This is an optimization exercise on Yosys and OpenROAD, whose aim is small area and a short achievable clock period, not a production implementation.
The RTL was checked by simulation tests, not by an equivalence proof against the original design.
Power and IR drop assume default switching activity.

== lane 4 ==
==> flow/design.v <==
module framebuffer_reader #(
   parameter int unsigned ADDR_W      = 32,
   parameter int unsigned CNT_W       = 20,
   parameter int unsigned FIFO_DEPTH  = 64,
   parameter int unsigned MAX_PENDING = 16
) (
   input  logic              clk,
   input  logic              rst_n,
   input  logic              start,
   input  logic [ADDR_W-1:0] base_addr,
   input  logic [CNT_W-1:0]  word_count,
   output logic              busy,
   output logic              done,
   output logic [ADDR_W-1:0] master_address,
   output logic              master_read,
   input  logic              master_wait_request,
   input  logic [31:0]       master_read_data,
   input  logic              master_read_data_valid,
   output logic [31:0]       out_data,
   output logic              out_valid,
   input  logic              out_ready
   ,
   output logic [15:0]       underflow_count
);
   localparam int unsigned MEM_N  = FIFO_DEPTH - 1;        
   localparam int unsigned FCNT_W = $clog2(FIFO_DEPTH + 1);
   localparam int unsigned PEND_W = $clog2(MAX_PENDING + 1);
   logic               issuing;       
   logic               mr_q;          
   logic [ADDR_W-1:2]  addr_q;
   logic [CNT_W-1:0]   issue_left;
   logic [PEND_W-1:0]  pending;       
   logic [FCNT_W-1:0]  inflight;      
   logic [31:0]        head;
   logic               head_v;
   logic [31:0]        mem [MEM_N];   
   logic [MEM_N-1:0]   rd_sel;        
   logic               ring_ne;       
   logic [31:0]        ring_q;
   logic               idle_start;
   logic               accept;
   logic               push;
   logic               pop;
   logic               load_head;
   logic               ring_rd;
   logic               ring_wr;
   logic               last_pop;
   logic               issuing_nx;
   logic               inf_ok_nx;
   logic               pend_ok_nx;
   logic               pend_nz_nx;
   logic               rx_ok;         
   logic               unused_addr_lsbs;
   logic [PEND_W-1:0]  pending_inc, pending_dec;
   logic [FCNT_W-1:0]  inflight_inc, inflight_dec;
   assign pending_inc  = pending + PEND_W'(1);
   assign pending_dec  = ~(~pending + PEND_W'(1));
   assign inflight_inc = inflight + FCNT_W'(1);
   assign inflight_dec = ~(~inflight + FCNT_W'(1));
   assign unused_addr_lsbs = &{1'b0, base_addr[1:0]};
   assign master_read    = mr_q;
   assign master_address = {addr_q, 2'b00};
   assign accept         = mr_q && !master_wait_request;
   assign idle_start = !busy && start;
   assign push = master_read_data_valid && rx_ok;
   assign out_valid = head_v;
   assign out_data  = head;
   assign pop       = head_v && out_ready;
   assign load_head = !head_v || out_ready;
   assign ring_rd   = load_head && ring_ne;
   assign ring_wr   = push && (ring_ne || (head_v && !out_ready));
   assign last_pop = busy && !issuing && !rx_ok && pop && !ring_ne;
   always_comb begin
      issuing_nx = issuing && !(accept && (issue_left == CNT_W'(1)));
      case ({accept, pop})
         2'b10:   inf_ok_nx = (inflight < FCNT_W'(FIFO_DEPTH - 1));
         2'b01:   inf_ok_nx = 1'b1;
         default: inf_ok_nx = (inflight < FCNT_W'(FIFO_DEPTH));
      endcase
      case ({accept, push})
         2'b10:   pend_ok_nx = (pending < PEND_W'(MAX_PENDING - 1));
         2'b01:   pend_ok_nx = 1'b1;
         default: pend_ok_nx = (pending < PEND_W'(MAX_PENDING));
      endcase
      case ({accept, push})
         2'b10:   pend_nz_nx = 1'b1;
         2'b01:   pend_nz_nx = (pending != PEND_W'(1));
         default: pend_nz_nx = (pending != '0);
      endcase
   end
   always_ff @(posedge clk or negedge rst_n) begin
      if (!rst_n) begin
         issuing  <= 1'b0;
         mr_q     <= 1'b0;
         rx_ok    <= 1'b0;
         pending  <= '0;
         inflight <= '0;
         busy     <= 1'b0;
         done     <= 1'b0;
      end else begin
         done <= (idle_start && (word_count == '0)) || last_pop;
         rx_ok <= busy && pend_nz_nx;
         case ({accept, push})
            2'b10:   pending <= pending_inc;
            2'b01:   pending <= pending_dec;
            default: pending <= pending;
         endcase
         case ({accept, pop})
            2'b10:   inflight <= inflight_inc;
            2'b01:   inflight <= inflight_dec;
            default: inflight <= inflight;
         endcase
         if (idle_start) begin
            busy    <= (word_count != '0);
            issuing <= (word_count != '0);
            mr_q    <= (word_count != '0);
         end else begin
            issuing <= issuing_nx;
            mr_q    <= issuing_nx && inf_ok_nx && pend_ok_nx;
            if (last_pop) begin
               busy <= 1'b0;
            end
         end
      end
   end
   always_ff @(posedge clk) begin
      addr_q <= ({(ADDR_W-2){idle_start}} & base_addr[ADDR_W-1:2])
              | ({(ADDR_W-2){!idle_start && accept}} & (addr_q + 1'b1))
              | ({(ADDR_W-2){!idle_start && !accept}} & addr_q);
   end
   always_ff @(posedge clk) begin
      if (idle_start) begin
         issue_left <= word_count;
      end else if (accept) begin
         issue_left <= issue_left - CNT_W'(1);
      end
   end
   always_comb begin
      ring_q = '0;
      for (int i = 0; i < MEM_N; i++) begin
         ring_q = ring_q | (mem[i] & {32{rd_sel[i]}});
      end
   end
   always_ff @(posedge clk) begin
      head <= ({32{load_head && ring_ne}} & ring_q)
            | ({32{load_head && !ring_ne}} & master_read_data)
            | ({32{!load_head}} & head);
   end
   always_ff @(posedge clk or negedge rst_n) begin
      if (!rst_n) begin
         head_v <= 1'b0;
      end else if (load_head) begin
         head_v <= ring_ne || push;
      end
   end
   always_ff @(posedge clk) begin
      if (push) begin
         mem[0] <= master_read_data;
         for (int i = 1; i < MEM_N; i++) begin
            mem[i] <= mem[i-1];
         end
      end
   end
   always_ff @(posedge clk or negedge rst_n) begin
      if (!rst_n) begin
         rd_sel  <= '0;
         ring_ne <= 1'b0;
      end else begin
         if (ring_wr && !ring_rd) begin
            rd_sel <= {rd_sel[MEM_N-2:0], !ring_ne};
         end else if (ring_rd && !ring_wr) begin
            rd_sel <= {1'b0, rd_sel[MEM_N-1:1]};
         end
         if (ring_wr) begin
            ring_ne <= 1'b1;
         end else if (ring_rd && rd_sel[0]) begin
            ring_ne <= 1'b0;
         end
      end
   end
   always_ff @(posedge clk or negedge rst_n) begin
      if (!rst_n) begin
         underflow_count <= '0;
      end else if (idle_start) begin
         underflow_count <= '0;
      end else if (busy && out_ready && !head_v && (underflow_count != '1)) begin
         underflow_count <= underflow_count + 16'd1;
      end
   end
endmodule
clock: 6.0 ns
lec_check: 0
cap_margin: 20
core_margin: 2
core_utilization: 40
setup_slack_margin: 3.4
slew_margin: 20
standard.sh (not shown) runs the stock make flow with config.mk's settings and CLKGATE_MAP_FILE= SYNTH_SCRIPT=/design/flow/synth_recipe.tcl, a recipe that flattens the netlist after the stock synthesis.
==> flow/flow/run.sh <==
#!/bin/bash
set -euo pipefail
export BUFFER_PORTS_ARGS="-buffer_cell sky130_fd_sc_hd__buf_4"
bash standard.sh > standard.log 2>&1
Lane 4 | stages: all done | timing, DRC, antenna: all pass
Changes in lane 1 relative to lane 4:
diff --git a/flow/design.v b/flow/design.v
--- a/flow/design.v
+++ b/flow/design.v
@@ -125,17 +125,14 @@
    end
    always_ff @(posedge clk) begin
-      addr_q <= ({(ADDR_W-2){idle_start}} & base_addr[ADDR_W-1:2])
-              | ({(ADDR_W-2){!idle_start && accept}} & (addr_q + 1'b1))
-              | ({(ADDR_W-2){!idle_start && !accept}} & addr_q);
-   end
-   always_ff @(posedge clk) begin
       if (idle_start) begin
+         addr_q     <= base_addr[ADDR_W-1:2];
          issue_left <= word_count;
       end else if (accept) begin
+         addr_q     <= addr_q + 1'b1;
          issue_left <= issue_left - CNT_W'(1);
       end
    end
    always_comb begin
-      ring_q = '0;
+      ring_q = master_read_data & {32{!ring_ne}};
       for (int i = 0; i < MEM_N; i++) begin
          ring_q = ring_q | (mem[i] & {32{rd_sel[i]}});
@@ -143,7 +140,7 @@
    end
    always_ff @(posedge clk) begin
-      head <= ({32{load_head && ring_ne}} & ring_q)
-            | ({32{load_head && !ring_ne}} & master_read_data)
-            | ({32{!load_head}} & head);
+      if (load_head) begin
+         head <= ring_q;
+      end
    end
    always_ff @(posedge clk or negedge rst_n) begin
Results
- Summary of lane 1 over lane 4: total power essentially unchanged, per-cell via count in the routed design has increased, leakage component of the power grew by 1.5%.
- Global-route usage was lower in the run labelled lane 4.
- Compared with lane 4, in lane 1 power in the clock group comparable, final area now larger, critical path depth now smaller, sequential element share of the synthesized area comparable.
- Lane 1 against lane 4: post-synthesis compound-gate area fraction level, number of cells produced by synthesis moved down, first-pass GRT wire length moved up.
- Comparing lane 4 and lane 1, the lower proportion of cell area occupied by multi-input gates is on lane 1.

-- static timing again, ports no longer ideal --
In the flow no input, the clock included, has a driving cell. The finished layouts below were timed again as built, in two steps. Step 1 (the two cells are an assumption about what drives the block):
set clk [get_ports {clk}]
set_driving_cell -lib_cell sky130_fd_sc_hd__clkbuf_16 $clk
set_driving_cell -lib_cell sky130_fd_sc_hd__buf_2 [delete_from_list [all_inputs] $clk]
Step 2 times the ports against the registers' clock, not the clock port: input delays grow and output delays shrink by t, the midpoint of the rising clock arrivals with the driver on. a / b / c = ideal ports / drivers / drivers and shift; a / b = the first two.
run | t (ns) | slack for setup (ns) | slew at the worst register clock pin (ns) | worst data-port slew with drivers (ns) | pins driven straight from the clock port
lane 4 | 0.926 | 3.358 / 3.308 / 2.702 | 0.07 / 0.07 | 0.09 | 1
lane 1 | 0.950 | 3.192 / 3.109 / 2.533 | 0.07 / 0.07 | 0.12 | 1
After both steps setup and hold are still met in every run listed. For lane 1, which loses most, drivers alone change the setup slack by -0.083 ns; drivers and shift together by -0.659 ns.
